From an optimization exercise on the open Yosys and OpenROAD flow, aimed at small area, a short achievable clock period and few clock cycles per item; shortcuts taken in it are not production practice.
At most, simulation tests tie the RTL to the original design; equivalence was not proved.
Function not checked in runs 4, 5 and 8: the RTL went through the layout flow alone.
Power figures rest on the tool's default switching activity, not on a simulated workload.

<file path="design/flow/design.v">
`timescale 1ns/1ps
module ifu #(
    parameter int REGREQ = 1     
) (
    input  logic         clk,
    input  logic         rst_n,
    input  logic         recovery_valid,
    input  logic [31:0]  recovery_pc,
    output logic         mem_req,
    output logic [31:0]  mem_addr,
    input  logic         mem_ack,
    input  logic [127:0] mem_data,
    input  logic         dispatch_ready,
    output logic         instr_valid,
    output logic [31:0]  instr_data,
    output logic [31:0]  instr_pc,
    output logic         instr_is_branch,
    output logic         instr_pred_taken,
    output logic [31:0]  instr_target
);
    logic        v;          
    logic        pb;         
    logic        nt;         
    logic [31:0] d;
    logic [29:0] p;          
    logic        o_br, o_tk, o_j;
    logic [29:0] nx;
    logic        pr;         
    logic        en;         
    logic        armed;      
    logic [3:0]  lj, lb;
    always_comb begin
        for (int i = 0; i < 4; i++) begin
            lj[i] = (mem_data[32*i+26 +: 6] == 6'b000010);
            lb[i] = (mem_data[32*i+26 +: 6] == 6'b000100);
        end
    end
    logic        have;
    logic [31:0] w;
    logic        wj, wb, wbr, wtk;
    assign have = armed && mem_ack && !pr;
    assign w    = mem_data[nx[1:0]*32 +: 32];
    assign wj   = lj[nx[1:0]];
    assign wb   = lb[nx[1:0]];
    assign wbr  = wj || wb;
    assign wtk  = wj || (wb && w[15]);
    logic [29:0] a, off, sum;
    assign a   = nt ? p : nx;
    assign off = !pb ? 30'd1 : o_j ? {{4{d[25]}}, d[25:0]} : {{14{d[15]}}, d[15:0]};
    assign sum = a + off;
    logic take, load, busy, ok;
    assign take = !v || dispatch_ready;
    assign load = take && have && !pb && !nt;
    assign ok   = en && !pb && !nt;
    assign busy = !mem_ack && (armed || (REGREQ == 0 && ok));
    always_ff @(posedge clk or negedge rst_n) begin
        if (!rst_n) begin
            v  <= 1'b0;
            pb <= 1'b0;
            nt <= 1'b0;
            nx <= 30'd0;
            pr <= 1'b0;
        end else if (recovery_valid) begin
            v  <= 1'b0;
            pb <= 1'b0;
            nt <= 1'b0;
            if (busy) begin
                pr <= 1'b1;
            end else begin
                nx <= recovery_pc[31:2];
                pr <= 1'b0;
            end
        end else if (pr) begin
            if (mem_ack) begin
                nx <= p;
                pr <= 1'b0;
            end
        end else if (pb) begin
            v  <= 1'b1;
            pb <= 1'b0;
            nt <= !o_tk;
            nx <= sum;
        end else if (nt) begin
            if (dispatch_ready) begin
                v  <= 1'b0;
                nt <= 1'b0;
                nx <= sum;
            end
        end else if (take) begin
            v  <= have && !wbr;
            pb <= have && wbr;
            if (have)
                nx <= sum;
        end
    end
    always_ff @(posedge clk) begin
        if (recovery_valid)
            p <= recovery_pc[31:2];
        else if (load)
            p <= nx;
    end
    always_ff @(posedge clk) begin
        if (load) begin
            d    <= w;
            o_j  <= wj;
            o_br <= wbr;
            o_tk <= wtk;
        end
    end
    logic leave;
    assign leave = recovery_valid || pr || (load && (nx[1:0] == 2'd3 || wtk));
    always_ff @(posedge clk or negedge rst_n) begin
        if (!rst_n) begin
            en    <= 1'b0;
            armed <= 1'b0;
        end else begin
            en <= 1'b1;
            if (armed) begin
                if (mem_ack && leave)
                    armed <= 1'b0;
            end else if (ok && !mem_ack) begin
                armed <= 1'b1;
            end
        end
    end
    assign mem_req  = REGREQ ? armed : (armed || (ok && !mem_ack));
    assign mem_addr = {nx[29:2], 4'b0000};
    assign instr_valid      = v;
    assign instr_data       = d;
    assign instr_pc         = {p, 2'b00};
    assign instr_is_branch  = o_br;
    assign instr_pred_taken = o_tk;
    assign instr_target     = o_br ? {nx, 2'b00} : 32'd0;
endmodule
</file>
<file path="design/flow/flow/run.sh">
#!/bin/bash
# Standard layout, with the port buffers made of the smallest plain buffer
# instead of the resizer's default choice.
set -euo pipefail
export BUFFER_PORTS_ARGS="-buffer_cell sky130_fd_sc_hd__buf_1"
bash standard.sh > flow_standard.log 2>&1
</file>
<file path="design/flow/standard.sh">
#!/bin/bash
# synth_recipe.tcl (not shown) runs the flow's synth.tcl, then flattens the netlist and writes it again
# the make line also repeats each setting of config.mk as NAME=value (left out here)
make -C /OpenROAD-flow-scripts/flow DESIGN_CONFIG=/design/flow/config.mk WORK_HOME=/design/flow/orfs CLKGATE_MAP_FILE= SYNTH_SCRIPT=/design/flow/synth_recipe.tcl "${@:-finish}"
</file>
<file path="design/flow/config.mk">
export PLATFORM = sky130hd
export DESIGN_NAME = ifu
export DESIGN_NICKNAME = ifu
export VERILOG_FILES = /design/flow/design.v
export SDC_FILE = /design/flow/constraint.sdc
export NUM_CORES = 4
export LEC_CHECK = 0
export CAP_MARGIN = 20
export CORE_MARGIN = 2
export CORE_UTILIZATION = 65
export SETUP_SLACK_MARGIN = 4.9
export SLEW_MARGIN = 20
export TNS_END_PERCENT = 100
</file>
<file path="design/flow/constraint.sdc">
create_clock -name core_clock -period 8.0 [get_ports {clk}]
set_input_delay 1.6000 -clock core_clock [delete_from_list [all_inputs] [get_ports {clk}]]
set_output_delay 1.6000 -clock core_clock [all_outputs]
set_load 0.01 [all_outputs]
</file>
==> run_results.csv, run 1 <==
group,metric,value,unit
detailed_routing,wl_per_cell,21.4,um
timing,finalMaxSlewViolations,0,
global_route,grt_usage,37.4,%
detailed_routing,drt_iter0_drc,1033,
global_route,grt.busiest_layer,"met2",
place,dp_cells,1145,
timing,worstMarginPinSlew,1.07,ns
power_and_ir_drop,leakagePower,3.55,nW
outcome,status,"timing/DRC/antenna clean",
global_route,grt_pass1_vias,6816,
worst_setup_path,r2r_end,"nx[28]",
cts,root_buffer,"clkbuf_16",
cts,numCtsBuffers,9,
yosys,synth_area_leaders,"edfxtp_1, dfrtp_1, mux4_2",
yosys,synth_edf_count,65,
yosys,syn_area,7840,um2
die,fp.dieW,114,um
cts,clock_path_buffers,2,
worst_setup_path,cp-start-kind,"flop",
run,drv_cap,0,
cts,clk_latency,0.35,ns
global_route,antenna_found_initial,1,
die,die_h,114,um
min_path,min_to,"armed",
die,core-area,11900,um2
final_layout,utilization,80.9,%
min_path,hold_path.startpoint,"en",
worst_setup_path,arrival,3.32,ns
place,gp_congestion,0.882,
cts,numClockSinks,101,
timing,setup_tns,0,ns
worst_setup_path,reg2reg_from,"nx[0]",
cts,hold_buffers,0,
detailed_routing,drc_errors,0,
worst_setup_path,rr_worst_depth,13,
final_layout,largestRegisters,"d x32, nx x30, p x30",
timing,period_share,38.5,%
detailed_routing,via_per_inst,6.44,
worst_setup_path,ff2ff_setup_slack,4.92,ns
yosys,ys_types,68,
place,portBuffers,286,
min_path,holdPathStages,2,
die,die-area,13000,um2
min_path,hp-class,"reg2reg",
worst_setup_path,crit_path_end_kind,"flop",
timing,setup_violations,0,
final_layout,fin_cells,1185,
detailed_routing,via_count,7630,
cts,htreeDepth,3,
place,hpwlAfterDp,18200,um
yosys,syn_inst,780,
detailed_routing,routed_wl,25300,um
timing,slew_headroom,28.7,%
timing,rsz0062_at_grt,"yes",
yosys,synth_top_cell_by_area,"edfxtp_1",
global_route,grt_pass1_wl,37200,um
final_layout,regMostFlops,"d",
yosys,async_flop_share,35.6,%
die,initial_utilization,65.8,%
final_layout,drive_gt1_share,18.7,%
detailed_routing,ant_nets,0,
timing,hold_viol,0,
yosys,synth_top_area_share,24.9,%
detailed_routing,firstDrtPassIters,5,
timing,period_needed,3.08,ns
yosys,yosys_warnings,1,
yosys,avgSynthCellArea,10.0,um2
global_route,grt_use_met3,6.91,%
global_route,grt_max_degree,42,
yosys,ys_seq_elements,101,
yosys,ys_seq_area_share,36.4,%
timing,clock_skew,0.00931,ns
worst_setup_path,crit_fanout,11,
global_route,grt_use_met1,52.4,%
global_route,grt_overflow,0,
cts,clkTransAtPathRegs,0.07,ns
cts,cts_tree,"built",
global_route,grtUsageMet2,60.2,%
power_and_ir_drop,p_per_area,248,nW/um2
die,pin_count,297,
worst_setup_path,path_class,"reg2reg",
final_layout,largest_reg_flops,32,
final_layout,fin_nets,1227,
final_layout,area_growth,23.0,%
worst_setup_path,critPathRequiredTime,8.24,ns
power_and_ir_drop,ir_drop,0.137,mV
timing,max_freq,325,MHz
final_layout,fill_cells,780,
yosys,ys.flop_type,"edfxtp_1",
die,rows,40,
[metal layers]
| layer | part of all wire (%) | up-vias |
|---|---|---|
| met5 | 0 | - |
| met4 | 2.4 | 0 |
| met3 | 11 | 54 |
| met2 | 47 | 567 |
| met1 | 39 | 3627 |
| li1 | - | 3382 |
[where the power goes]
part	internal [mW]	switching (mW)	leakage (nW)
combinational	0.498	0.628	2.35
clock	0.253	0.195	0.140
sequential	0.706	0.109	1.05
[cells by family (layout without fill, tap and decap cells)]
family / after synthesis / in the layout / share of synthesized area, %
simple gates: 218 / 219 / 14.0
compound gates: 208 / 208 / 16.9
flops: 101 / 101 / 36.4
buf+inv: 99 / 348 / 6.56
mux: 95 / 95 / 18.1
fa+ha+maj: 30 / 30 / 4.89
xor+xnor: 27 / 27 / 3.02
other cells: 2 / 10 / 0.0958
[layout make-up]
cell class | count | area [um2] | share of cell area, %
well taps | 147 | 184 | 1.91
clock inverters | 3 | 46.3 | 0.480
flip-flops and latches | 101 | 2860 | 29.7
clock buffers | 13 | 250 | 2.60
repair buffers | 316 | 1440 | 15.0
multi-input cells | 588 | 4790 | 49.7
inverters | 16 | 62.6 | 0.649
diodes | 1 | 2.50 | 0.0260
[critical path: stages (launching register included)]
cell	delay, ns
dfrtp_2	0.44
buf_12	0.16
mux2_2	0.29
ha_4	0.18
fa_2	0.39
a21o_1	0.19
nand4_1	0.13
nand3_2	0.12
buf_4	0.16
a21oi_1	0.16
o21ai_2	0.14
a21bo_2	0.25
a211o_1	0.26
o311ai_0	0.09
[timing repair]
action / in CTS / in global routing
pin swaps: 5 / 16
gates resized for setup: 38 / 54
gates cloned: 3 / 1
endpoints found under the setup margin: 92 / 53
setup buffers: 11 / 8
[metrics by stage]
step | hold WS (ns) | cell area (um2) | setup slack (ns) | power, mW
after floorplan | 0.499 | 7900 | 3.85 | 1.56
after global placement | 0.514 | 8750 | 3.55 | 1.77
after detailed placement | 0.530 | 8750 | 3.46 | 1.81
after CTS | 0.544 | 9350 | 4.85 | 2.30
after global routing | 0.585 | 9640 | 4.85 | 2.50
final | 0.544 | 9640 | 4.92 | 2.39
[synth_stat cells, types with 3 or more instances]
cell type  number
edfxtp_1       65
a21oi_1        56
o21ai_0        56
nand2_1        54
mux2_2         53
nor2_1         51
and2_1         47
buf_4          36
dfrtp_1        36
clkbuf_1       32
mux4_2         32
ha_1           29
a21o_1         16
inv_1          15
xnor2_1        14
xor2_1         13
a21boi_0       11
nor3_1         11
mux2i_1        10
buf_1           9
nand3_1         9
a31oi_1         8
nor2b_1         8
a221oi_1        7
nand4_1         6
a211o_1         5
a22oi_1         5
buf_2           5
nand2b_1        5
o21a_1          5
o22ai_1         5
or3_1           5
a211oi_1        4
nand3b_1        4
nor3b_1         4
nor4_1          4
a221o_1         3
o211ai_1        3
[layout by cell type (no fill, tap or decap), types with 4 or more instances in the layout]
cell / n
a211o_1: 5
ha_1: 16
nor3_1: 11
a31oi_1: 4
nand2b_1: 4
o21ai_1: 7
buf_12: 5
xnor2_1: 12
nor2_1: 45
dfrtp_1: 33
ha_2: 11
nand3_1: 8
a21oi_1: 50
and2_1: 47
xor2_1: 13
a221oi_1: 6
nand4_1: 6
buf_6: 5
mux4_2: 32
nor2b_1: 7
or3_1: 5
nor2_2: 6
a21boi_0: 6
conb_1: 9
o21a_1: 5
a21o_1: 16
nand2_1: 53
o22ai_1: 5
edfxtp_1: 65
a21boi_1: 5
buf_4: 16
mux2_2: 53
a21oi_2: 6
clkbuf_16: 10
o21ai_0: 49
inv_1: 15
buf_1: 283
mux2i_1: 10
nand3b_1: 4
[worst max-delay path by stage]
stage / startpoint / end / slack [ns] / cells after the start
after global routing: o_j / nx[28] / 4.85 / 11
after CTS: recovery_valid / nx[27] / 4.85 / 8
after floorplan: mem_ack / p[0] / 3.85 / 3
final: nx[0] / nx[28] / 4.92 / 13
after global placement: recovery_valid / nx[27] / 3.55 / 10
after detailed placement: recovery_valid / nx[27] / 3.46 / 10
Testbench counts, summed over its fixed seeds: cycles 245,260, items 64,895.
==> inputs of run 2 (changes only) <==
--- a/design/flow/config.mk
+++ b/design/flow/config.mk
@@ -8,6 +8,8 @@
 export CAP_MARGIN = 20
 export CORE_MARGIN = 2
 export CORE_UTILIZATION = 65
+export CTS_BUF_LIST = sky130_fd_sc_hd__clkbuf_8
+export CTS_CLUSTER_SIZE = 20
 export SETUP_SLACK_MARGIN = 4.9
 export SLEW_MARGIN = 20
 export TNS_END_PERCENT = 100
==> run_results.csv, run 2 <==
group,metric,value,unit
detailed_routing,drc_errors,0,
power_and_ir_drop,combPwrFrac,50.3,%
worst_setup_path,crit_buf_inv,3,
power_and_ir_drop,p_sw,0.933,mW
worst_setup_path,crit_path_end_kind,"flop",
worst_setup_path,path_class,"in2reg",
final_layout,mostFrequentLayoutCells,"buf_1, edfxtp_1, mux2_2, nand2_1, a21oi_1",
die,rows,40,
timing,rsz0062_at_grt,"yes",
final_layout,area_growth,23.2,%
worst_setup_path,critPathRequiredTime,8.27,ns
detailed_routing,routed_wl,25900,um
cts,clk_latency,0.38,ns
yosys,synth_edf_count,65,
timing,hold_viol,0,
yosys,syn_area,7840,um2
yosys,synth_compound_gate_area_share,16.9,%
run,drv_cap,0,
timing,clock_skew,0.0145,ns
final_layout,drive_gt1_share,19.0,%
cts,hold_buffers,0,
worst_setup_path,crit_fanout,13,
detailed_routing,via_per_inst,6.46,
power_and_ir_drop,leakagePower,3.54,nW
die,fp.dieW,114,um
die,initial_utilization,65.8,%
timing,slew_headroom,61.7,%
timing,max_freq,321,MHz
final_layout,fin_area,9650,um2
global_route,grt_pass1_vias,6859,
yosys,ys_seq_elements,101,
min_path,hp-class,"reg2reg",
worst_setup_path,cp-start-kind,"primary input",
die,die_h,114,um
final_layout,fill_cells,763,
die,die-area,13000,um2
timing,finalMaxSlewViolations,0,
yosys,synth_xor_area_share,3.02,%
cts,clock_path_buffers,2,
global_route,grt_usage,37.6,%
worst_setup_path,cpLargestDelayFamily,"simple AND/OR/NAND/NOR gates",
power_and_ir_drop,ir_drop,0.117,mV
place,placed_cell_area,8750,um2
detailed_routing,via_count,7681,
yosys,synth_area_leaders,"edfxtp_1, dfrtp_1, mux4_2",
cts,numClockSinks,101,
global_route,grt_pass1_wl,37400,um
outcome,status,"timing/DRC/antenna clean",
yosys,synth_top_cell_by_area,"edfxtp_1",
timing,worstMarginPinSlew,0.571,ns
place,hpwlAfterDp,18200,um
die,pin_count,297,
detailed_routing,wl_per_cell,21.8,um
final_layout,largestRegisters,"d x32, nx x30, p x30",
final_layout,regMostFlops,"d",
cts,numCtsBuffers,9,
timing,setup_violations,0,
detailed_routing,drt_iter0_drc,955,
final_layout,largest_reg_flops,32,
yosys,ys_types,68,
cts,htreeDepth,3,
yosys,avgSynthCellArea,10.0,um2
yosys,async_flop_share,35.6,%
timing,period_share,38.9,%
yosys,ys.flop_type,"edfxtp_1",
yosys,synth-adder-area-share,4.89,%
global_route,grt_overflow,0,
final_layout,fin_nets,1231,
cts,cts_tree,"built",
yosys,synth_top_family_by_area,"multiplexers",
yosys,synthSimpleGateAreaFrac,14.0,%
die,core-area,11900,um2
yosys,synth_top_area_share,24.9,%
yosys,synth_common_cells,"edfxtp_1, a21oi_1, o21ai_0, nand2_1, mux2_2",
place,portBuffers,286,
power_and_ir_drop,p_int,1.37,mW
final_layout,final_common_cell,"buf_1",
power_and_ir_drop,switching_share,40.5,%
yosys,ys_seq_area_share,36.4,%
worst_setup_path,max_stage_delay,0.23,ns
yosys,yosysMostFrequentCell,"edfxtp_1",
timing,period_needed,3.11,ns
power_and_ir_drop,clockPowerShare,14.3,%
cts,root_buffer,"clkbuf_8",
place,gp_congestion,0.882,
worst_setup_path,path_cells,"clkbuf_2, nand3b_1, buf_4, nand2b_1, a21oi_4, a21oi_2, buf_6, nand2_2, nor4_2, a311oi_1, o311a_1",
power_and_ir_drop,p_per_area,239,nW/um2
timing,setup_tns,0,ns
cts,clkTransAtPathRegs,0.10,ns
yosys,syn_inst,780,
global_route,antenna_found_initial,1,
detailed_routing,firstDrtPassIters,6,
worst_setup_path,arrival,3.38,ns
power_and_ir_drop,pwr-share-seq,35.4,%
global_route,grt_max_degree,42,
detailed_routing,ant_nets,0,
yosys,yosys_warnings,1,
worst_setup_path,cp_slowest_cell,"nor4_2",
yosys,yosys-mux-area-fraction,18.1,%
run 2: cell counts after synthesis:
Identical to the previous run, type by type.
run 2: power groups by stage:
stage / Sequential, mW / Combinational, mW / Clock (mW)
6_report: 0.815 / 1.16 / 0.330
2_1_floorplan: 0.815 / 0.749 / 0
4_1_cts: 0.809 / 1.05 / 0.329
5_1_grt: 0.828 / 1.24 / 0.348
3_3_place_gp: 0.813 / 0.954 / 0
3_5_place_dp: 0.825 / 0.986 / 0
run 2: metal layers:
layer | GRT usage (%) | vias up | wire [um]
met3 | 7.76 | 79 | 3140
li1 | - | 3393 | -
met5 | 0 | - | 0
met4 | 10.7 | 0 | 776
met1 | 51.4 | 3579 | 9790
met2 | 61.6 | 630 | 12200
run 2: cell type report:
type / count / area, um2 / share of cell area (%)
antenna: 1 / 2.50 / 0.0259
clock buffer: 10 / 138 / 1.43
clock inverter: 6 / 57.6 / 0.596
inverter: 16 / 62.6 / 0.648
multi-input combinational: 589 / 4890 / 50.7
sequential: 101 / 2860 / 29.6
tap: 147 / 184 / 1.91
timing repair buffer: 319 / 1460 / 15.1
run 2: cells by family after synthesis:
| group | count (synthesis) |
|---|---|
| AO/OA/AOI/OAI | 208 |
| XOR/XNOR | 27 |
| adder cells (fa/ha/maj) | 30 |
| buffers and inverters | 99 |
| flip-flops | 101 |
| multiplexers | 95 |
| other | 2 |
| AND/OR/NAND/NOR | 218 |
run 2: repair_timing:
item                       4_1_cts  5_1_grt
cloned                           3        2
pin swaps                        7       26
buffers inserted                 8       13
setup endpoints to repair       92       54
gates resized for setup         41       57
run 2: worst paths after layout:
check | from | endpoint | slack (ns) | cells past startpoint
setup reg to reg | nx[0] | nx[26] | 4.92 | 12
max in group asynchronous | rst_n | nx[25] | 6.39 | 2
min in group asynchronous | rst_n | nx[4] | 1.12 | 1
hold reg to reg | en | armed | 0.55 | 2
setup / recovery | mem_ack | nx[27] | 4.89 | 11
hold / removal | en | armed | 0.55 | 2
run 2: per-stage QoR:
step	hold slack, ns	cells	util [%]	setup slack, ns	total power, mW
2_1_floorplan	0.499	787	-	3.85	1.56
3_3_place_gp	0.514	1145	73.5	3.55	1.77
3_5_place_dp	0.530	1145	73.5	3.46	1.81
4_1_cts	0.550	1172	77.5	4.74	2.18
5_1_grt	0.592	1189	81.1	4.82	2.42
6_report	0.552	1189	81.1	4.89	2.30
run 2: worst reg2reg max path, stage by stage (launching register included):
cell     delay (ns)
dfrtp_2        0.45
buf_12         0.14
mux2_2         0.29
ha_4           0.19
fa_2           0.39
a21o_1         0.20
nand4_1        0.11
nand3_2        0.14
a21bo_4        0.27
a22oi_2        0.25
a31oi_4        0.15
xnor2_2        0.27
o22ai_1        0.13
==> inputs of run 3 (changes only) <==
--- a/design/flow/config.mk
+++ b/design/flow/config.mk
@@ -7,9 +7,7 @@
 export LEC_CHECK = 0
 export CAP_MARGIN = 20
 export CORE_MARGIN = 2
-export CORE_UTILIZATION = 65
-export CTS_BUF_LIST = sky130_fd_sc_hd__clkbuf_8
-export CTS_CLUSTER_SIZE = 20
+export CORE_UTILIZATION = 40
 export SETUP_SLACK_MARGIN = 4.9
 export SLEW_MARGIN = 20
 export TNS_END_PERCENT = 100
==> run_results.csv, run 3 <==
group,metric,value,unit
worst_setup_path,crit_path_end_kind,"flop",
yosys,synth_edf_count,65,
timing,slew_headroom,36.9,%
worst_setup_path,ff2ff_setup_slack,4.98,ns
worst_setup_path,path_class,"in2reg",
worst_setup_path,critPathRequiredTime,8.24,ns
final_layout,drive_gt1_share,17.6,%
global_route,grt_pass1_vias,6647,
cts,hold_buffers,0,
timing,worstMarginPinSlew,0.946,ns
global_route,grt_use_met1,34.7,%
power_and_ir_drop,ir_drop,0.123,mV
yosys,ys_types,68,
yosys,yosysMostFrequentCell,"edfxtp_1",
timing,max_freq,326,MHz
global_route,grt_use_met3,3.63,%
power_and_ir_drop,combPwrFrac,46.0,%
global_route,grt_max_degree,42,
detailed_routing,firstDrtPassIters,5,
final_layout,regMostFlops,"d",
cts,numCtsBuffers,9,
timing,setup_violations,0,
power_and_ir_drop,clockPowerShare,19.5,%
min_path,holdPathStages,2,
min_path,min_to,"armed",
yosys,avgSynthCellArea,10.0,um2
timing,period_share,38.3,%
cts,clock_path_buffers,2,
yosys,syn_inst,780,
timing,hold_viol,0,
power_and_ir_drop,p_sw,0.922,mW
die,core-area,19300,um2
timing,setup_tns,0,ns
detailed_routing,drt_iter0_drc,351,
place,hpwlAfterDp,18500,um
detailed_routing,drc_errors,0,
yosys,async_flop_share,35.6,%
yosys,synth_top_cell_by_area,"edfxtp_1",
final_layout,fin_nets,1229,
worst_setup_path,arrival,3.31,ns
final_layout,largestRegisters,"d x32, nx x30, p x30",
yosys,synth_common_cells,"edfxtp_1, a21oi_1, o21ai_0, nand2_1, mux2_2",
worst_setup_path,crit_fanout,26,
worst_setup_path,cp-start-kind,"primary input",
global_route,grt_overflow,0,
die,initial_utilization,40.5,%
power_and_ir_drop,switching_share,39.1,%
detailed_routing,via_per_inst,5.49,
yosys,ys.flop_type,"edfxtp_1",
cts,root_buffer,"clkbuf_16",
die,pin_count,297,
power_and_ir_drop,p_per_area,241,nW/um2
worst_setup_path,reg2reg_from,"nt",
min_path,hold_path.startpoint,"en",
die,die-area,20700,um2
power_and_ir_drop,p_int,1.44,mW
die,rows,51,
detailed_routing,ant_nets,0,
cts,cts_tree,"built",
die,die_h,144,um
detailed_routing,routed_wl,26000,um
worst_setup_path,rr_worst_depth,12,
min_path,hp-class,"reg2reg",
yosys,synth_top_area_share,24.9,%
detailed_routing,wl_per_cell,19.9,um
run,drv_cap,0,
final_layout,final_common_cell,"buf_1",
global_route,grt_pass1_wl,37700,um
cts,htreeDepth,3,
final_layout,mostFrequentLayoutCells,"buf_1, edfxtp_1, mux2_2, nand2_1, a21oi_1",
yosys,yosys_warnings,1,
timing,clock_skew,0.0113,ns
cts,clk_latency,0.36,ns
yosys,ys_seq_area_share,36.4,%
worst_setup_path,r2r_end,"nx[17]",
outcome,status,"timing/DRC/antenna clean",
cts,numClockSinks,101,
final_layout,area_growth,24.8,%
place,gp_congestion,0.901,
yosys,ys_seq_elements,101,
global_route,grt.busiest_layer,"met2",
yosys,synth_area_leaders,"edfxtp_1, dfrtp_1, mux4_2",
timing,worst_slack,4.93,ns
timing,rsz0062_at_grt,"yes",
global_route,antenna_found_initial,2,
place,post-place-ws,3.60,ns
yosys,syn_area,7840,um2
power_and_ir_drop,pwr-share-seq,34.5,%
cts,clkTransAtPathRegs,0.08,ns
global_route,grt_usage,24.3,%
global_route,grtUsageMet2,37.9,%
final_layout,largest_reg_flops,32,
die,fp.dieW,144,um
place,portBuffers,286,
timing,period_needed,3.07,ns
detailed_routing,via_count,7166,
power_and_ir_drop,leakagePower,3.59,nW
timing,finalMaxSlewViolations,0,
final_layout,fill_cells,1800,
==> run 3: critical path: stages <==
cell and delay, ns:
clkbuf_2 0.19, buf_12 0.22, a21oi_1 0.24, nor2_4 0.09, a21oi_2 0.12, buf_6 0.24
nand2_2 0.20, o311a_1 0.39
==> run 3: final cells by class <==
cell class | instances | area (um2) | area share [%]
multi-input cells | 588 | 4710 | 48.2
flip-flops and latches | 101 | 2860 | 29.2
repair buffers | 318 | 1510 | 15.4
well taps | 265 | 332 | 3.39
clock buffers | 10 | 229 | 2.34
clock inverters | 6 | 68.8 | 0.704
inverters | 16 | 63.8 | 0.653
diodes | 2 | 5.00 | 0.0512
==> run 3: kinds of logic after synthesis <==
group                      after synthesis  synth area share (%)
adders and majority gates               30                  4.89
other                                    2                0.0958
xor gates and xnor gates                27                  3.02
and+or+nand+nor                        218                  14.0
buffers and inverters                   99                  6.56
muxes                                   95                  18.1
AOI/OAI and AO/OA                      208                  16.9
DFF                                    101                  36.4
==> run 3: power by group through the flow <==
stage / Combinational, mW / Sequential [mW] / Clock, mW
6_report: 1.09 / 0.814 / 0.460
5_1_grt: 1.19 / 0.831 / 0.485
4_1_cts: 1.04 / 0.813 / 0.466
3_5_place_dp: 0.984 / 0.829 / 0
3_3_place_gp: 0.975 / 0.826 / 0
2_1_floorplan: 0.749 / 0.815 / 0
==> run 3: per-stage QoR <==
step                hold WS, ns  area [um2]  instances  utilization, %  total power [mW]
floorplan                 0.499        7900        787               -              1.56
global placement          0.512        8900       1263            46.1              1.80
detailed placement        0.523        8900       1263            46.1              1.81
CTS                       0.538        9530       1293            49.3              2.32
global route              0.604        9780       1306            50.6              2.51
finish                    0.547        9780       1306            50.6              2.36
==> run 3: timing repair <==
action,CTS,global route
pin swaps,4,9
cloned,4,2
endpoints found under the setup margin,92,38
gates resized for setup,42,27
buffers inserted,10,9
==> run 3: per-layer routing <==
metal	part of all wire (%)	vias to the layer above
met1	45	3451
met5	0	-
li1	-	3381
met3	6.8	24
met4	1.7	0
met2	46	310
==> run 3: how the worst max path moves through the flow <==
stage	start	to	slack, ns	cells past startpoint
finish	recovery_valid	nx[27]	4.93	8
global route	recovery_valid	nx[27]	4.83	10
CTS	recovery_valid	nx[9]	4.91	7
detailed placement	recovery_valid	nx[9]	3.60	8
global placement	recovery_valid	nx[9]	3.63	8
floorplan	mem_ack	p[0]	3.85	3
==> inputs of run 4 (changes only) <==
--- a/design/flow/design.v
+++ b/design/flow/design.v
@@ -48,11 +48,10 @@
     assign a   = nt ? p : nx;
     assign off = !pb ? 30'd1 : o_j ? {{4{d[25]}}, d[25:0]} : {{14{d[15]}}, d[15:0]};
     assign sum = a + off;
-    logic take, load, busy, ok;
+    logic take, load, ok;
     assign take = !v || dispatch_ready;
     assign load = take && have && !pb && !nt;
-    assign ok   = en && !pb && !nt;
-    assign busy = !mem_ack && (armed || (REGREQ == 0 && ok));
+    assign ok   = en && !pb && !nt && !pr;
     always_ff @(posedge clk or negedge rst_n) begin
         if (!rst_n) begin
             v  <= 1'b0;
@@ -64,14 +63,9 @@
             v  <= 1'b0;
             pb <= 1'b0;
             nt <= 1'b0;
-            if (busy) begin
-                pr <= 1'b1;
-            end else begin
-                nx <= recovery_pc[31:2];
-                pr <= 1'b0;
-            end
+            pr <= 1'b1;
         end else if (pr) begin
-            if (mem_ack) begin
+            if (!armed || mem_ack) begin
                 nx <= p;
                 pr <= 1'b0;
             end
@@ -118,7 +112,7 @@
             if (armed) begin
                 if (mem_ack && leave)
                     armed <= 1'b0;
-            end else if (ok && !mem_ack) begin
+            end else if (REGREQ ? (en && !pb && !nt && !recovery_valid && !mem_ack) : (ok && !mem_ack)) begin
                 armed <= 1'b1;
             end
         end
--- a/design/flow/config.mk
+++ b/design/flow/config.mk
@@ -8,6 +8,6 @@
 export CAP_MARGIN = 20
 export CORE_MARGIN = 2
 export CORE_UTILIZATION = 40
-export SETUP_SLACK_MARGIN = 4.9
+export SETUP_SLACK_MARGIN = 4.6
 export SLEW_MARGIN = 20
 export TNS_END_PERCENT = 100
==> run_results.csv, run 4 <==
group,metric,value,unit
timing,clock_skew,0.0125,ns
timing,worstMarginPinSlew,0.904,ns
yosys,yosys_warnings,1,
global_route,grt_usage,22.5,%
final_layout,fin_nets,1164,
die,pin_count,297,
final_layout,seqCellArea,2860,um2
yosys,synth_area_leaders,"edfxtp_1, dfrtp_1, mux4_2",
place,gp_congestion,0.878,
global_route,grt_pass1_vias,6196,
detailed_routing,via_per_inst,5.45,
worst_setup_path,crit_cells,13,
detailed_routing,drt_iter0_drc,348,
place,hpwlAfterDp,16800,um
timing,max_freq,303,MHz
final_layout,multi_input_area,4440,um2
timing,finalMaxSlewViolations,0,
timing,setup_violations,0,
worst_setup_path,reg2reg_from,"nt",
worst_setup_path,cpLargestDelayFamily,"compound AO/OA/AOI/OAI gates",
worst_setup_path,ff2ff_setup_slack,4.70,ns
die,rows,50,
yosys,ys_seq_elements,101,
yosys,syn_inst,721,
run,drv_cap,0,
die,die-area,19800,um2
worst_setup_path,endpoint,"nx[26]",
final_layout,diodes,0,
cts,clk_latency,0.36,ns
detailed_routing,wl_per_cell,19.4,um
yosys,synth_edf_count,65,
die,die_h,141,um
final_layout,final_common_cell,"buf_1",
power_and_ir_drop,p_per_area,199,nW/um2
timing,setup_tns,0,ns
yosys,ys_seq_area_share,38.2,%
detailed_routing,routed_wl,23400,um
worst_setup_path,r2r_end,"nx[26]",
final_layout,fill_cells,1786,
final_layout,largestRegisters,"d x32, nx x30, p x30",
yosys,async_flop_share,35.6,%
cts,clkTransAtPathRegs,0.07,ns
cts,cts_tree,"built",
yosys,avgSynthCellArea,10.4,um2
global_route,grt_overflow,0,
worst_setup_path,critPathRequiredTime,8.26,ns
yosys,synth_common_cells,"edfxtp_1, mux2_2, nand2_1, a21oi_1, and2_1",
detailed_routing,drc_errors,0,
worst_setup_path,cp_slowest_cell,"dfrtp_2",
timing,holdWs,0.552,ns
cts,numCtsBuffers,9,
worst_setup_path,cp-start-kind,"flop",
die,core-area,18500,um2
yosys,synth_top_cell_by_area,"edfxtp_1",
die,initial_utilization,40.4,%
worst_setup_path,path_cells,"buf_12, mux2_4, ha_4, fa_2, a211oi_4, o21a_1, o21ai_2, or4b_4, a21boi_2, o21a_1, a31o_1, xnor2_1, o311ai_2",
worst_setup_path,critPathMostFrequentCell,"o21a_1",
timing,period_share,41.2,%
min_path,hp-class,"reg2reg",
cts,clock_path_buffers,2,
final_layout,drive_gt1_share,18.9,%
cts,hold_buffers,0,
cts,root_buffer,"clkbuf_16",
worst_setup_path,startpoint,"nt",
yosys,ys.flop_type,"edfxtp_1",
yosys,ys_types,57,
cts,numClockSinks,101,
global_route,grt_max_degree,68,
worst_setup_path,crit_fanout,8,
yosys,synth_top_area_share,26.1,%
detailed_routing,via_count,6586,
timing,rsz0062_at_grt,"yes",
worst_setup_path,rr_worst_depth,13,
detailed_routing,firstDrtPassIters,4,
final_layout,largest_reg_flops,32,
timing,slew_headroom,39.8,%
timing,hold_viol,0,
die,fp.dieW,141,um
yosys,yosysMostFrequentCell,"edfxtp_1",
final_layout,mostFrequentLayoutCells,"buf_1, edfxtp_1, nand2_1, mux2_2, a21oi_1",
cts,htreeDepth,3,
worst_setup_path,crit_path_end_kind,"flop",
worst_setup_path,arrival,3.55,ns
power_and_ir_drop,leakagePower,3.32,nW
timing,period_needed,3.30,ns
worst_setup_path,path_class,"reg2reg",
worst_setup_path,crit_buf_inv,1,
yosys,syn_area,7480,um2
place,portBuffers,286,
global_route,antenna_found_initial,0,
global_route,grt_pass1_wl,34400,um
final_layout,area_growth,24.4,%
worst_setup_path,max_stage_delay,0.46,ns
power_and_ir_drop,ir_drop,0.102,mV
outcome,status,"timing/DRC/antenna clean",
detailed_routing,ant_nets,0,
final_layout,regMostFlops,"d",
[run 4: cell count changes after synthesis, moves of 5 or more]
| cell | delta |
|---|---|
| o21ai_0 | -17 |
| nor2_1 | -13 |
| a21o_1 | -9 |
| buf_1 | +7 |
| a221oi_1 | -6 |
| mux2_2 | +6 |
| buf_2 | -5 |
| clkbuf_1 | -5 |
| o21a_1 | +5 |
[run 4: timing repair]
item                                    4_1_cts  5_1_grt
pin swaps                                     3       12
endpoints found under the setup margin       60       10
setup buffers                                 8        9
resized for setup                            18       42
cloned                                        1        2
[run 4: through the flow]
step | total power, mW | utilization [%] | cell area [um2] | worst slack [ns] | instances
floorplan | 1.22 | - | 7540 | 4.59 | 728
global placement | 1.35 | 45.9 | 8510 | 3.90 | 1172
detailed placement | 1.36 | 45.9 | 8510 | 3.85 | 1172
CTS | 1.81 | 48.5 | 8970 | 4.60 | 1197
global route | 1.96 | 50.2 | 9300 | 4.57 | 1208
finish | 1.85 | 50.2 | 9300 | 4.70 | 1208
[run 4: layer usage]
metal,global-route usage [%],wire (um),vias to the layer above
met5,0,0,-
met4,7.53,561,0
met3,3.13,1220,34
met2,38.0,11400,272
met1,29.8,10200,3153
li1,-,-,3127
[run 4: final cells by class]
class,count,share of cell area [%]
timing repair buffer,311,14.9
tap,234,3.15
inverter,11,0.444
sequential,101,30.8
clock buffer,9,2.42
multi-input combinational,535,47.8
clock inverter,7,0.592
[run 4: logic make-up (layout without fill, tap and decap cells)]
group	Yosys count	in the layout	synth area share, %
and+or+nand+nor	207	207	14.1
AOI/OAI and AO/OA	165	165	13.5
DFF	101	101	38.2
muxes	97	97	19.3
buffers and inverters	92	338	6.49
adders and majority gates	30	30	5.12
xor gates and xnor gates	27	27	3.16
other	2	9	0.100
[run 4: where the power goes]
| part | switching (mW) | total [mW] | internal, mW |
|---|---|---|---|
| Combinational | 0.354 | 0.699 | 0.345 |
| Clock | 0.211 | 0.426 | 0.215 |
| Sequential | 0.0787 | 0.728 | 0.649 |
[run 4: how the worst min path moves through the flow]
stage                     startpoint     end  slack [ns]  depth (start not counted)
after floorplan                   en   armed        0.49                          2
after global placement            en   armed        0.51                          2
after detailed placement          en   armed        0.53                          2
after CTS                         en   armed        0.55                          2
after global routing              en   armed        0.58                          2
final                         nx[16]  nx[16]        0.55                          2
[run 4: worst reg2reg max path: stages, from the launching register on]
cell and delay [ns]:
dfrtp_2 0.46, buf_12 0.17, mux2_4 0.32, ha_4 0.18, fa_2 0.43, a211oi_4 0.27, o21a_1 0.22, o21ai_2 0.08
or4b_4 0.22, a21boi_2 0.05, o21a_1 0.21, a31o_1 0.22, xnor2_1 0.14, o311ai_2 0.21
==> inputs of run 5 (changes only) <==
--- a/design/flow/config.mk
+++ b/design/flow/config.mk
@@ -8,6 +8,6 @@
 export CAP_MARGIN = 20
 export CORE_MARGIN = 2
 export CORE_UTILIZATION = 40
-export SETUP_SLACK_MARGIN = 4.6
+export SETUP_SLACK_MARGIN = 4.9
 export SLEW_MARGIN = 20
 export TNS_END_PERCENT = 100
==> run_results.csv, run 5 <==
group,metric,value,unit
cts,root_buffer,"clkbuf_16",
detailed_routing,via_per_inst,5.43,
worst_setup_path,critPathRequiredTime,8.26,ns
cts,clkTransAtPathRegs,0.08,ns
global_route,grt_usage,22.6,%
timing,rsz0062_at_grt,"yes",
yosys,avgSynthCellArea,10.4,um2
final_layout,largest_reg_flops,32,
yosys,synth_area_leaders,"edfxtp_1, dfrtp_1, mux4_2",
die,pin_count,297,
yosys,synth_top_cell_by_area,"edfxtp_1",
run,drv_cap,0,
yosys,yosysMostFrequentCell,"edfxtp_1",
timing,slew_headroom,40.2,%
cts,numCtsBuffers,9,
power_and_ir_drop,ir_drop,0.0938,mV
place,dp_cells,1173,
detailed_routing,routed_wl,23000,um
worst_setup_path,arrival,3.52,ns
timing,setup_tns,0,ns
final_layout,largestRegisters,"d x32, nx x30, p x30",
final_layout,drive_gt1_share,20.8,%
worst_setup_path,crit_fanout,11,
worst_setup_path,crit_buf_inv,1,
final_layout,diodes,0,
timing,holdWs,0.534,ns
worst_setup_path,critPathMostFrequentCell,"o21a_1",
place,portBuffers,286,
yosys,async_flop_share,35.6,%
timing,period_needed,3.26,ns
global_route,antenna_found_initial,0,
timing,hold_viol,0,
cts,numClockSinks,101,
yosys,synth_common_cells,"edfxtp_1, mux2_2, nand2_1, a21oi_1, and2_1",
detailed_routing,ant_nets,0,
die,die-area,19800,um2
timing,period_share,40.7,%
final_layout,regMostFlops,"d",
die,rows,50,
final_layout,fin_nets,1169,
worst_setup_path,max_stage_delay,0.40,ns
place,gp_congestion,0.864,
yosys,ys.flop_type,"edfxtp_1",
cts,clk_latency,0.36,ns
yosys,ys_types,57,
timing,max_freq,307,MHz
final_layout,final_common_cell,"buf_1",
global_route,grt_max_degree,68,
yosys,syn_area,7480,um2
power_and_ir_drop,leakagePower,3.34,nW
min_path,hp-class,"reg2reg",
global_route,grt_pass1_wl,34800,um
die,die_h,141,um
die,core-area,18500,um2
die,initial_utilization,40.4,%
worst_setup_path,cp_slowest_cell,"dfrtp_2",
detailed_routing,drt_iter0_drc,438,
final_layout,utilization,50.7,%
yosys,syn_inst,721,
final_layout,fill_cells,1745,
cts,htreeDepth,3,
worst_setup_path,crit_path_end_kind,"flop",
worst_setup_path,path_cells,"buf_8, mux2_2, ha_2, fa_2, a211oi_4, o21a_1, o21ai_2, or4b_4, a21boi_2, o21a_1, a31o_1, xnor2_1, o311ai_2",
yosys,ys_seq_area_share,38.2,%
yosys,yosys_warnings,1,
yosys,synth_top_area_share,26.1,%
worst_setup_path,cp-start-kind,"flop",
outcome,status,"timing/DRC/antenna clean",
detailed_routing,firstDrtPassIters,5,
final_layout,area_growth,25.5,%
yosys,synth_edf_count,65,
detailed_routing,wl_per_cell,19.0,um
timing,setup_violations,0,
final_layout,fin_cells,1213,
cts,clock_path_buffers,2,
timing,worstMarginPinSlew,0.897,ns
global_route,grt_pass1_vias,6201,
worst_setup_path,cpLargestDelayFamily,"compound AO/OA/AOI/OAI gates",
place,hpwlAfterDp,16400,um
worst_setup_path,path_class,"reg2reg",
power_and_ir_drop,p_per_area,201,nW/um2
global_route,grt_overflow,0,
die,fp.dieW,141,um
detailed_routing,drc_errors,0,
timing,finalMaxSlewViolations,0,
detailed_routing,via_count,6591,
yosys,ys_seq_elements,101,
final_layout,mostFrequentLayoutCells,"buf_1, edfxtp_1, mux2_2, nand2_1",
cts,cts_tree,"built",
timing,clock_skew,0.0142,ns
==> run 5: cell counts after synthesis <==
No cell type changed its count.
==> run 5: layout make-up <==
type	count	area [um2]	area share, %
multi-input cells	537	4510	48.0
repair buffers	314	1370	14.6
clock inverters	7	87.6	0.934
inverters	11	41.3	0.440
well taps	234	293	3.12
clock buffers	9	225	2.40
flip-flops and latches	101	2860	30.5
==> run 5: path summary, 6_finish.rpt <==
path / from / endpoint / slack, ns / depth (start not counted)
hold reg to reg: en / armed / 0.53 / 2
hold / removal: en / armed / 0.53 / 2
max in group asynchronous: rst_n / pb / 5.98 / 1
setup / recovery: nt / nx[26] / 4.74 / 13
min in group asynchronous: rst_n / v / 1.36 / 1
setup reg to reg: nt / nx[26] / 4.74 / 13
==> run 5: power by group <==
group	internal [mW]	switching (mW)
combinational	0.341	0.362
clock	0.251	0.218
sequential	0.648	0.0676
==> run 5: logic make-up (layout without fill, tap and decap cells) <==
kind of cell               after synthesis  in the layout  synth area share, %
and+or+nand+nor                        207            209                 14.1
AOI/OAI and AO/OA                      165            165                 13.5
DFF                                    101            101                 38.2
muxes                                   97             97                 19.3
buffers and inverters                   92            341                 6.49
adders and majority gates               30             30                 5.12
xor gates and xnor gates                27             27                 3.16
other                                    2              9                0.100
==> run 5: layer usage <==
| layer | wire, um | GRT usage [%] |
|---|---|---|
| met1 | 10300 | 30.9 |
| met5 | 0 | 0 |
| met3 | 1240 | 4.11 |
| met4 | 469 | 5.89 |
| met2 | 11000 | 37.4 |
==> run 5: through the flow <==
stage | worst slack (ns) | area, um2 | total power, mW
2_1_floorplan | 4.59 | 7610 | 1.23
3_3_place_gp | 3.92 | 8530 | 1.35
3_5_place_dp | 3.91 | 8530 | 1.37
4_1_cts | 4.73 | 9200 | 1.88
5_1_grt | 4.61 | 9380 | 2.00
6_report | 4.74 | 9380 | 1.89
==> run 5: tightest hold or removal path: cells and delay by family (launching register included) <==
family             cells  cell delay, ns
AOI/OAI and AO/OA      2            0.17
DFF                    1            0.33
==> run 5: what timing repair did <==
item,CTS,global route
hold buffers,0,0
setup buffers,15,6
gates resized for setup,43,29
endpoints found under the setup margin,92,18
gates cloned,3,0
pin swaps,11,7
==> inputs of run 6 (changes only) <==
--- a/design/flow/design.v
+++ b/design/flow/design.v
@@ -21,6 +21,7 @@
     logic        v;          
     logic        pb;         
     logic        nt;         
+    logic        sk;         
     logic [31:0] d;
     logic [29:0] p;          
     logic        o_br, o_tk, o_j;
@@ -44,25 +45,26 @@
     assign wb   = lb[nx[1:0]];
     assign wbr  = wj || wb;
     assign wtk  = wj || (wb && w[15]);
-    logic [29:0] a, off, sum;
-    assign a   = nt ? p : nx;
+    logic [29:0] off, sum;
     assign off = !pb ? 30'd1 : o_j ? {{4{d[25]}}, d[25:0]} : {{14{d[15]}}, d[15:0]};
-    assign sum = a + off;
+    assign sum = nx + off;
     logic take, load, ok;
     assign take = !v || dispatch_ready;
-    assign load = take && have && !pb && !nt;
-    assign ok   = en && !pb && !nt && !pr;
+    assign load = take && have && !pb && !nt && !sk;
+    assign ok   = en && !pb && !nt && !sk && !pr;
     always_ff @(posedge clk or negedge rst_n) begin
         if (!rst_n) begin
             v  <= 1'b0;
             pb <= 1'b0;
             nt <= 1'b0;
+            sk <= 1'b0;
             nx <= 30'd0;
             pr <= 1'b0;
         end else if (recovery_valid) begin
             v  <= 1'b0;
             pb <= 1'b0;
             nt <= 1'b0;
+            sk <= 1'b0;
             pr <= 1'b1;
         end else if (pr) begin
             if (!armed || mem_ack) begin
@@ -78,8 +80,12 @@
             if (dispatch_ready) begin
                 v  <= 1'b0;
                 nt <= 1'b0;
-                nx <= sum;
+                sk <= 1'b1;
+                nx <= p;
             end
+        end else if (sk) begin
+            sk <= 1'b0;
+            nx <= sum;
         end else if (take) begin
             v  <= have && !wbr;
             pb <= have && wbr;
@@ -112,7 +118,7 @@
             if (armed) begin
                 if (mem_ack && leave)
                     armed <= 1'b0;
-            end else if (REGREQ ? (en && !pb && !nt && !recovery_valid && !mem_ack) : (ok && !mem_ack)) begin
+            end else if (REGREQ ? (!pb && !nt && !sk && !recovery_valid && !mem_ack) : (ok && !mem_ack)) begin
                 armed <= 1'b1;
             end
         end
--- a/design/flow/config.mk
+++ b/design/flow/config.mk
@@ -8,6 +8,6 @@
 export CAP_MARGIN = 20
 export CORE_MARGIN = 2
 export CORE_UTILIZATION = 40
-export SETUP_SLACK_MARGIN = 4.9
+export SETUP_SLACK_MARGIN = 5
 export SLEW_MARGIN = 20
 export TNS_END_PERCENT = 100
==> run_results.csv, run 6 <==
group,metric,value,unit
outcome,status,"timing/DRC/antenna clean",
yosys,syn_inst,708,
final_layout,drive_gt1_share,20.3,%
yosys,synth_top_cell_by_area,"edfxtp_1",
power_and_ir_drop,clockPowerShare,22.0,%
yosys,synth_edf_count,65,
timing,finalMaxSlewViolations,0,
worst_setup_path,ff2ff_setup_slack,4.96,ns
worst_setup_path,cp-start-kind,"flop",
die,core-area,18000,um2
yosys,ys_types,64,
timing,worstMarginPinSlew,0.905,ns
worst_setup_path,crit_path_end_kind,"flop",
yosys,yosys_warnings,1,
global_route,grt_usage,22.4,%
power_and_ir_drop,p_int,1.37,mW
detailed_routing,firstDrtPassIters,5,
cts,cts_tree,"built",
global_route,grt_max_degree,69,
power_and_ir_drop,leakagePower,3.60,nW
yosys,synth_top_area_share,26.7,%
min_path,min_to,"nt",
cts,numClockSinks,101,
detailed_routing,wl_per_cell,19.9,um
cts,numCtsBuffers,9,
min_path,holdPathStages,2,
place,portBuffers,286,
final_layout,area_growth,29.9,%
yosys,ys_seq_elements,101,
place,gp_congestion,0.854,
power_and_ir_drop,pwr-share-seq,37.1,%
timing,setup_violations,0,
die,initial_utilization,40.6,%
detailed_routing,drt_iter0_drc,455,
timing,rsz0062_at_grt,"yes",
die,fp.dieW,139,um
cts,clkTransAtPathRegs,0.08,ns
timing,worst_slack,4.96,ns
final_layout,fin_area,9490,um2
die,die-area,19300,um2
power_and_ir_drop,p_per_area,227,nW/um2
final_layout,regMostFlops,"d",
detailed_routing,drc_errors,0,
timing,holdWs,0.551,ns
yosys,yosysMostFrequentCell,"nand2_1",
power_and_ir_drop,ir_drop,0.115,mV
global_route,antenna_found_initial,4,
cts,htreeDepth,3,
worst_setup_path,crit_fanout,8,
yosys,synth_common_cells,"nand2_1, edfxtp_1, and2_1, a21oi_1, nor2_1",
yosys,ys_seq_area_share,39.1,%
run,drv_cap,0,
die,pin_count,297,
detailed_routing,routed_wl,24000,um
timing,hold_viol,0,
die,die_h,139,um
die,rows,49,
cts,clk_latency,0.37,ns
final_layout,largestRegisters,"d x32, nx x30, p x30",
final_layout,fin_cells,1208,
timing,clock_skew,0.0142,ns
global_route,grt_overflow,0,
cts,root_buffer,"clkbuf_16",
yosys,avgSynthCellArea,10.3,um2
min_path,hp-class,"reg2reg",
timing,max_freq,329,MHz
final_layout,final_common_cell,"buf_1",
final_layout,fin_nets,1167,
yosys,async_flop_share,35.6,%
worst_setup_path,reg2reg_from,"pb",
worst_setup_path,arrival,3.34,ns
power_and_ir_drop,p_sw,0.790,mW
timing,period_share,38.0,%
min_path,hold_path.startpoint,"o_tk",
final_layout,fill_cells,1681,
global_route,grt_pass1_vias,6248,
timing,slew_headroom,39.7,%
worst_setup_path,path_class,"reg2reg",
yosys,syn_area,7300,um2
detailed_routing,via_count,6648,
final_layout,mostFrequentLayoutCells,"buf_1, nand2_1, edfxtp_1, nor2_1",
global_route,grt_pass1_wl,34000,um
timing,period_needed,3.04,ns
cts,clock_path_buffers,2,
final_layout,largest_reg_flops,32,
place,dp_cells,1160,
place,placed_cell_area,8350,um2
detailed_routing,via_per_inst,5.50,
yosys,synth_area_leaders,"edfxtp_1, dfrtp_1, mux4_2",
place,post-place-ws,4.18,ns
worst_setup_path,r2r_end,"nx[28]",
timing,setup_tns,0,ns
power_and_ir_drop,combPwrFrac,40.9,%
power_and_ir_drop,switching_share,36.6,%
detailed_routing,ant_nets,0,
yosys,ys.flop_type,"edfxtp_1",
worst_setup_path,critPathRequiredTime,8.30,ns
worst_setup_path,rr_worst_depth,11,
place,hpwlAfterDp,16100,um
run 6: cell types whose count changed in the layout (fill, tap and decap cells not counted), sizes merged, moves of 7 or more:
cell    change
nor3b       -7
and2       +11
a21boi      -8
mux2       -27
nand2      +11
a21oi       -7
xnor2       -9
a21o        +7
run 6: metrics by stage:
stage	util (%)	power, mW
3_5_place_dp	46.5	1.53
5_1_grt	52.8	2.28
4_1_cts	49.4	2.05
3_3_place_gp	46.5	1.52
2_1_floorplan	-	1.36
6_report	52.8	2.16
run 6: worst max path at each step:
stage / start / to / slack, ns / cells past startpoint
6_report: pb / nx[28] / 4.96 / 11
3_5_place_dp: recovery_valid / nx[29] / 4.18 / 10
3_3_place_gp: recovery_valid / nx[29] / 4.24 / 10
4_1_cts: pb / nx[28] / 4.91 / 11
5_1_grt: pb / nx[28] / 4.87 / 11
2_1_floorplan: mem_ack / p[0] / 3.96 / 3
run 6: cell families (layout without fill, tap and decap cells):
group	count (synthesis)	count (layout)	share of synthesized area, %
and+or+nand+nor	226	226	15.6
DFF	101	101	39.1
AOI/OAI and AO/OA	169	169	15.2
other	1	10	0.0514
adders and majority gates	30	30	5.25
buffers and inverters	90	352	6.60
xor gates and xnor gates	16	16	1.92
muxes	75	75	16.3
run 6: area by class of cell:
cell class                 count  area [um2]  area share [%]
antenna                        2        5.00          0.0528
clock buffer                   9         225            2.37
clock inverter                 7        87.6           0.923
inverter                      14        56.3           0.594
multi-input combinational    524        4360            45.9
sequential                   101        2860            30.2
tap                          229         287            3.02
timing repair buffer         321        1600            16.9
timing repair inverter         1        5.00          0.0528
run 6: metal layers:
metal  share of wire [%]  vias up  track usage, %  routed length, um
met4                 2.0        0            7.81                472
met3                 6.6       30            4.73               1590
met2                  51      284            37.9              12200
met1                  41     3203            28.6               9800
met5                   0        -               0                  0
li1                    -     3131               -                  -
run 6: what timing repair did:
item / CTS / global route
gates resized for setup: 21 / 111
cloned: 0 / 4
buffers inserted: 9 / 17
hold buffers: 0 / 0
pin swaps: 3 / 27
endpoints found under the setup margin: 51 / 61
run 6: critical path, cell delays in order (launching register included):
cell and delay (ns):
dfrtp_4 0.54, buf_8 0.17, and2_1 0.20, ha_4 0.32, nand4_1 0.18, nor3_4 0.24
o2111ai_4 0.14, nand4_1 0.17, a41o_1 0.24, a311oi_2 0.13, or4_1 0.54, nand3_1 0.09
run 6: power by group through the flow:
stage	Sequential, mW	Combinational [mW]	Clock, mW
final	0.801	0.882	0.475
after global routing	0.817	0.962	0.504
after CTS	0.800	0.762	0.485
after detailed placement	0.823	0.705	0
after global placement	0.820	0.695	0
after floorplan	0.770	0.593	0
Testbench counts of run 6, summed over its fixed seeds: cycles 248,297, items 64,895.
==> inputs of run 7 (changes only) <==
--- a/design/flow/config.mk
+++ b/design/flow/config.mk
@@ -8,6 +8,6 @@
 export CAP_MARGIN = 20
 export CORE_MARGIN = 2
 export CORE_UTILIZATION = 40
-export SETUP_SLACK_MARGIN = 5
+export SETUP_SLACK_MARGIN = 4.9
 export SLEW_MARGIN = 20
 export TNS_END_PERCENT = 100
==> run_results.csv, run 7 <==
group,metric,value,unit
timing,slew_headroom,26.7,%
detailed_routing,drt_iter0_drc,454,
yosys,synth_top_area_share,26.7,%
yosys,synth_common_cells,"nand2_1, edfxtp_1, and2_1, a21oi_1, nor2_1",
worst_setup_path,startpoint,"mem_data[90]",
detailed_routing,via_count,6496,
yosys,ys_types,64,
global_route,grt_max_degree,44,
worst_setup_path,endpoint,"v",
timing,finalMaxSlewViolations,0,
worst_setup_path,path_cells,"buf_1, or4_1, o41ai_2, nor2_1, a21oi_2, o31ai_1, mux2i_1, a221oi_1",
die,fp.dieW,139,um
detailed_routing,routed_wl,22900,um
final_layout,fin_nets,1154,
cts,numCtsBuffers,9,
cts,clk_latency,0.36,ns
detailed_routing,drc_errors,0,
die,die_h,139,um
run,drv_cap,0,
timing,rsz0062_at_grt,"yes",
global_route,grt_pass1_vias,6248,
yosys,async_flop_share,35.6,%
power_and_ir_drop,switching_share,37.2,%
power_and_ir_drop,power,2.02,mW
cts,cts_tree,"built",
outcome,status,"timing/DRC/antenna clean",
power_and_ir_drop,leakagePower,3.37,nW
yosys,syn_inst,708,
global_route,grt_usage,22.6,%
worst_setup_path,max_stage_delay,0.59,ns
timing,period_share,37.4,%
worst_setup_path,crit_fanout,4,
place,hpwlAfterDp,16100,um
detailed_routing,wl_per_cell,19.1,um
yosys,ys_seq_elements,101,
yosys,ys_seq_area_share,39.1,%
timing,clock_skew,0.0111,ns
yosys,avgSynthCellArea,10.3,um2
worst_setup_path,cpLargestDelayFamily,"compound AO/OA/AOI/OAI gates",
worst_setup_path,crit_path_end_kind,"flop",
detailed_routing,ant_nets,0,
place,portBuffers,286,
yosys,synth_top_cell_by_area,"edfxtp_1",
timing,max_freq,334,MHz
yosys,syn_area,7300,um2
worst_setup_path,arrival,3.21,ns
die,initial_utilization,40.6,%
power_and_ir_drop,combPwrFrac,39.1,%
timing,setup_violations,0,
worst_setup_path,reg2reg_from,"pb",
global_route,grt_overflow,0,
power_and_ir_drop,p_sw,0.751,mW
yosys,yosysMostFrequentCell,"nand2_1",
final_layout,fill_cells,1718,
min_path,hp-class,"reg2reg",
timing,hold_viol,0,
yosys,synth_area_leaders,"edfxtp_1, dfrtp_1, mux4_2",
worst_setup_path,r2r_end,"nx[25]",
timing,period_needed,3.00,ns
timing,worstMarginPinSlew,1.10,ns
timing,holdWs,0.537,ns
power_and_ir_drop,p_per_area,222,nW/um2
worst_setup_path,cp_slowest_cell,"or4_1",
die,die-area,19300,um2
global_route,antenna_found_initial,4,
die,rows,49,
yosys,ys.flop_type,"edfxtp_1",
place,gp_congestion,0.850,
worst_setup_path,crit_cells,8,
final_layout,mostFrequentLayoutCells,"buf_1, nand2_1, edfxtp_1, and2_1, nor2_1",
detailed_routing,via_per_inst,5.42,
power_and_ir_drop,p_int,1.27,mW
die,pin_count,297,
timing,setup_tns,0,ns
worst_setup_path,cp-start-kind,"primary input",
final_layout,final_common_cell,"buf_1",
yosys,synth_edf_count,65,
final_layout,largest_reg_flops,32,
power_and_ir_drop,pwr-share-seq,39.6,%
cts,htreeDepth,3,
yosys,yosys_warnings,1,
final_layout,drive_gt1_share,15.8,%
final_layout,regMostFlops,"d",
cts,hold_buffers,0,
final_layout,largestRegisters,"d x32, nx x30, p x30",
worst_setup_path,rr_worst_depth,10,
global_route,grt_pass1_wl,34000,um
worst_setup_path,ff2ff_setup_slack,5.02,ns
worst_setup_path,critPathRequiredTime,8.22,ns
cts,numClockSinks,101,
power_and_ir_drop,ir_drop,0.103,mV
min_path,hold_path.startpoint,"o_tk",
worst_setup_path,crit_buf_inv,1,
die,core-area,18000,um2
worst_setup_path,path_class,"in2reg",
cts,clock_path_buffers,2,
power_and_ir_drop,clockPowerShare,21.3,%
cts,root_buffer,"clkbuf_16",
detailed_routing,firstDrtPassIters,5,
final_layout,fin_cells,1198,
place,dp_cells,1159,
cts,clkTransAtPathRegs,0.07,ns
final_layout,area_growth,24.5,%
==> run 7: cell count changes in the layout (fill, tap and decap cells not counted), moves of 2 or more <==
cell,previous run,this run
inv_6,2,0
clkbuf_16,12,9
ha_4,10,6
clkbuf_2,3,1
clkinvlp_4,1,3
buf_16,3,1
diode_2,2,5
and2_4,14,0
ha_1,16,20
buf_1,270,284
and2_1,41,55
buf_4,22,13
buf_6,15,2
==> run 7: final cells by class <==
cell class	count	area, um2	area share [%]
multi-input combinational	526	4290	47.2
sequential	101	2860	31.5
timing repair buffer	306	1290	14.2
tap	229	287	3.15
clock buffer	9	225	2.48
clock inverter	7	58.8	0.647
inverter	14	56.3	0.619
antenna	5	12.5	0.138
timing repair inverter	1	5.00	0.0551
==> run 7: metrics by stage <==
| stage | worst slack (ns) | util (%) | area (um2) |
|---|---|---|---|
| after CTS | 4.90 | 48.8 | 8770 |
| after detailed placement | 4.17 | 46.4 | 8340 |
| after global placement | 4.21 | 46.4 | 8340 |
| after global routing | 4.86 | 50.6 | 9080 |
| final | 5.00 | 50.6 | 9090 |
| after floorplan | 3.96 | - | 7360 |
==> run 7: timing repair <==
item,in CTS,in global routing
pin swaps,2,12
setup buffers,8,7
gates cloned,0,3
gates resized for setup,14,51
endpoints found under the setup margin,60,43
==> run 7: logic make-up (layout without fill, tap and decap cells) <==
group	Yosys count	after routing	share of synthesized area, %
fa+ha+maj	30	30	5.25
other cells	1	13	0.0514
xor+xnor	16	16	1.92
flops	101	101	39.1
compound gates	169	171	15.2
mux	75	75	16.3
buf+inv	90	337	6.60
simple gates	226	226	15.6
==> run 7: worst min path at each step <==
stage	end	slack, ns	cells past startpoint
finish	nt	0.54	2
global route	nt	0.57	2
CTS	nt	0.54	2
detailed placement	nt	0.52	2
global placement	nt	0.52	2
floorplan	nx[10]	0.51	2
==> run 7: worst reg2reg max path: stages, from the launching register on <==
cell and delay (ns):
dfrtp_4 0.53, and2_1 0.16, ha_1 0.38, and3_4 0.24
a2111oi_4 0.42, o211a_4 0.24, o31ai_4 0.11, o211a_1 0.25
or3_1 0.30, a31oi_1 0.17, o21ai_1 0.07
==> run 7: power by group through the flow <==
stage | logic [mW] | registers, mW | clock network (mW)
2_1_floorplan | 0.592 | 0.770 | 0
3_3_place_gp | 0.698 | 0.818 | 0
3_5_place_dp | 0.709 | 0.820 | 0
4_1_cts | 0.757 | 0.797 | 0.439
5_1_grt | 0.873 | 0.815 | 0.458
6_report | 0.790 | 0.800 | 0.429
==> run 7: metal layers <==
layer / track usage [%] / up-vias / wire, um
met1: 29.4 / 3072 / 9750
met4: 8.61 / 0 / 493
met3: 4.45 / 27 / 1460
li1: - / 3111 / -
met2: 37.4 / 286 / 11200
met5: 0 / - / 0
==> inputs of run 8 (changes only) <==
--- a/design/flow/design.v
+++ b/design/flow/design.v
@@ -107,8 +107,13 @@
             o_tk <= wtk;
         end
     end
+    logic [2:0] lsum;
+    logic       wsame;
+    assign lsum  = {1'b0, w[1:0]} + {1'b0, nx[1:0]};
+    assign wsame = (wj && ((&w[25:2] && lsum >= 3'd3) || (~|w[25:2] && lsum <= 3'd2)))
+                || (wb && &w[15:2] && lsum >= 3'd3);
     logic leave;
-    assign leave = recovery_valid || pr || (load && (nx[1:0] == 2'd3 || wtk));
+    assign leave = recovery_valid || pr || (load && (wtk ? !wsame : nx[1:0] == 2'd3));
     always_ff @(posedge clk or negedge rst_n) begin
         if (!rst_n) begin
             en    <= 1'b0;
==> run_results.csv, run 8 <==
group,metric,value,unit
outcome,status,"timing/DRC/antenna clean",
cts,htreeDepth,3,
place,portBuffers,286,
final_layout,fin_nets,1162,
final_layout,fin_cells,1201,
yosys,yosys_warnings,1,
detailed_routing,ant_nets,0,
place,hpwlAfterDp,18100,um
detailed_routing,drt_iter0_drc,419,
place,post-place-ws,4.09,ns
yosys,synth_top_area_share,26.8,%
detailed_routing,routed_wl,24200,um
place,dp_cells,1161,
yosys,synth_top_family_by_area,"simple AND/OR/NAND/NOR gates",
detailed_routing,via_count,6471,
timing,clock_skew,0.00897,ns
final_layout,mostFrequentLayoutCells,"buf_1, edfxtp_1, nand2_1, and2_1, a21oi_1",
power_and_ir_drop,pwr-share-seq,34.8,%
yosys,yosysMostFrequentCell,"edfxtp_1",
power_and_ir_drop,leakagePower,3.38,nW
final_layout,regMostFlops,"d",
die,die-area,19300,um2
cts,hold_buffers,0,
power_and_ir_drop,clockPowerShare,20.5,%
die,die_h,139,um
final_layout,fill_cells,1720,
timing,hold_viol,0,
cts,numCtsBuffers,9,
global_route,grt_max_degree,43,
yosys,ys_seq_area_share,39.2,%
die,rows,49,
final_layout,area_growth,24.6,%
worst_setup_path,critPathMostFrequentCell,"nand2_1",
die,core-area,17900,um2
yosys,synth_common_cells,"edfxtp_1, nand2_1, a21oi_1, and2_1, nor2_1",
final_layout,seqCellArea,2860,um2
final_layout,final_common_cell,"buf_1",
power_and_ir_drop,ir_drop,0.122,mV
power_and_ir_drop,switching_share,39.6,%
timing,rsz0062_at_grt,"yes",
worst_setup_path,critPathRequiredTime,8.28,ns
power_and_ir_drop,p_per_area,256,nW/um2
yosys,synth_top_cell_by_area,"edfxtp_1",
yosys,yosys-mux-area-fraction,15.1,%
yosys,async_flop_share,35.6,%
yosys,synth-adder-area-share,5.70,%
cts,clkTransAtPathRegs,0.07,ns
timing,slew_headroom,35.3,%
yosys,synth_compound_gate_area_share,14.4,%
global_route,grt_usage,24.3,%
final_layout,largestRegisters,"d x32, nx x30, p x30",
timing,finalMaxSlewViolations,0,
detailed_routing,firstDrtPassIters,5,
timing,setup_violations,0,
die,fp.dieW,139,um
yosys,syn_area,7290,um2
worst_setup_path,crit_path_end_kind,"flop",
yosys,synth_edf_count,65,
global_route,grt_pass1_wl,36000,um
final_layout,largest_reg_flops,32,
cts,clock_path_buffers,2,
yosys,syn_inst,703,
final_layout,drive_gt1_share,16.4,%
die,initial_utilization,40.7,%
cts,cts_tree,"built",
worst_setup_path,path_class,"in2reg",
place,gp_congestion,0.876,
min_path,hold_path.startpoint,"p[22]",
yosys,synthSimpleGateAreaFrac,16.7,%
global_route,grt_overflow,0,
yosys,ys.flop_type,"edfxtp_1",
die,pin_count,297,
cts,root_buffer,"clkbuf_16",
global_route,grt_pass1_vias,6156,
timing,setup_tns,0,ns
power_and_ir_drop,combPwrFrac,44.7,%
yosys,synth_area_leaders,"edfxtp_1, dfrtp_1, mux4_2",
global_route,antenna_found_initial,0,
yosys,ys_seq_elements,101,
timing,worst_slack,4.49,ns
worst_setup_path,reg2reg_from,"pb",
worst_setup_path,arrival,3.79,ns
worst_setup_path,cp_slowest_cell,"mux4_2",
timing,max_freq,285,MHz
worst_setup_path,path_cells,"buf_1, mux4_2, ha_2, inv_1, fa_1, o21ai_2, nand4_1, nor4_4, nand2_1, o21ai_1, nand2_1, a41oi_2",
worst_setup_path,cp-start-kind,"primary input",
cts,clk_latency,0.36,ns
timing,worstMarginPinSlew,0.971,ns
power_and_ir_drop,p_sw,0.922,mW
detailed_routing,drc_errors,0,
timing,period_share,43.9,%
power_and_ir_drop,p_int,1.41,mW
yosys,avgSynthCellArea,10.4,um2
yosys,synth_xor_area_share,2.04,%
yosys,ys_types,69,
final_layout,multi_input_area,4200,um2
run,drv_cap,0,
worst_setup_path,max_stage_delay,0.50,ns
detailed_routing,wl_per_cell,20.2,um
detailed_routing,via_per_inst,5.39,
worst_setup_path,startpoint,"mem_data[96]",
min_path,hp-class,"reg2reg",
timing,period_needed,3.51,ns
cts,numClockSinks,101,
worst_setup_path,crit_fanout,2,
[run 8: cell types whose count changed after synthesis, moves of 7 or more]
| cell | previous run | this run |
|---|---|---|
| a31oi_1 | 5 | 13 |
| mux2i_1 | 11 | 4 |
| nand2_1 | 68 | 60 |
| nand3_1 | 8 | 18 |
| nor4_1 | 3 | 11 |
| o21ai_0 | 42 | 28 |
[run 8: final cells by class]
type,count,area share (%)
Sequential cell,101,31.5
Timing Repair inverter,1,0.0827
Timing Repair Buffer,314,14.8
Multi-Input combinational cell,524,46.3
Antenna cell,2,0.0551
Tap cell,229,3.16
Clock inverter,7,0.965
Clock buffer,9,2.48
Inverter,14,0.620
[run 8: power groups by stage]
stage                     logic [mW]  registers (mW)  clock network [mW]
final                           1.04           0.811               0.476
after global routing            1.14           0.830               0.504
after CTS                      0.996           0.809               0.485
after detailed placement       0.953           0.825                   0
after global placement         0.939           0.821                   0
after floorplan                0.754           0.802                   0
[run 8: worst paths after layout]
kind	to	slack (ns)	cells past startpoint
max	armed	4.49	12
min	nx[22]	0.54	2
max reg2reg	nx[29]	4.95	11
min reg2reg	nx[22]	0.54	2
max in group asynchronous	pb	5.90	1
min in group asynchronous	nx[26]	1.38	1
[run 8: layer usage]
metal | GRT usage [%] | vias up | share of wire (%)
met4 | 7.28 | 0 | 1.7
met3 | 3.21 | 21 | 5.1
met1 | 31.5 | 3070 | 43
met5 | 0 | - | 0
li1 | - | 3128 | -
met2 | 42.4 | 252 | 51
[run 8: logic make-up (layout without fill, tap and decap cells)]
family,count (synthesis),in the layout
AOI/OAI and AO/OA,163,163
muxes,66,66
buffers and inverters,86,345
other,1,10
and+or+nand+nor,237,238
adders and majority gates,32,32
DFF,101,101
xor gates and xnor gates,17,17
[run 8: worst max-delay path, delay by kind of cell]
kind / cells / cell delay (ns)
AND/OR/NAND/NOR: 4 / 0.52
AO/OA/AOI/OAI: 3 / 0.41
adder cells (fa/ha/maj): 2 / 0.62
multiplexers: 1 / 0.50
buffers and inverters: 2 / 0.15
[run 8: timing repair]
item,CTS,global route
pin swaps,2,8
cloned,1,2
endpoints found under the setup margin,77,11
gates resized for setup,21,32
buffers inserted,10,9
[run 8: metrics by stage]
step | utilization [%] | area, um2 | hold slack [ns] | total power, mW
final | 50.7 | 9080 | 0.538 | 2.33
after global routing | 50.7 | 9070 | 0.577 | 2.48
after CTS | 49.2 | 8820 | 0.553 | 2.29
after detailed placement | 46.6 | 8340 | 0.527 | 1.78
after global placement | 46.6 | 8340 | 0.522 | 1.76
after floorplan | - | 7340 | 0.509 | 1.56

Check on run 8: ideal ports give 4.489 ns setup slack; a clkbuf_16 on the clock port and buf_2 on the inputs give 4.508 ns; moving port delays by the midpoint clock arrival (0.401 ns) as well gives 4.108 ns.
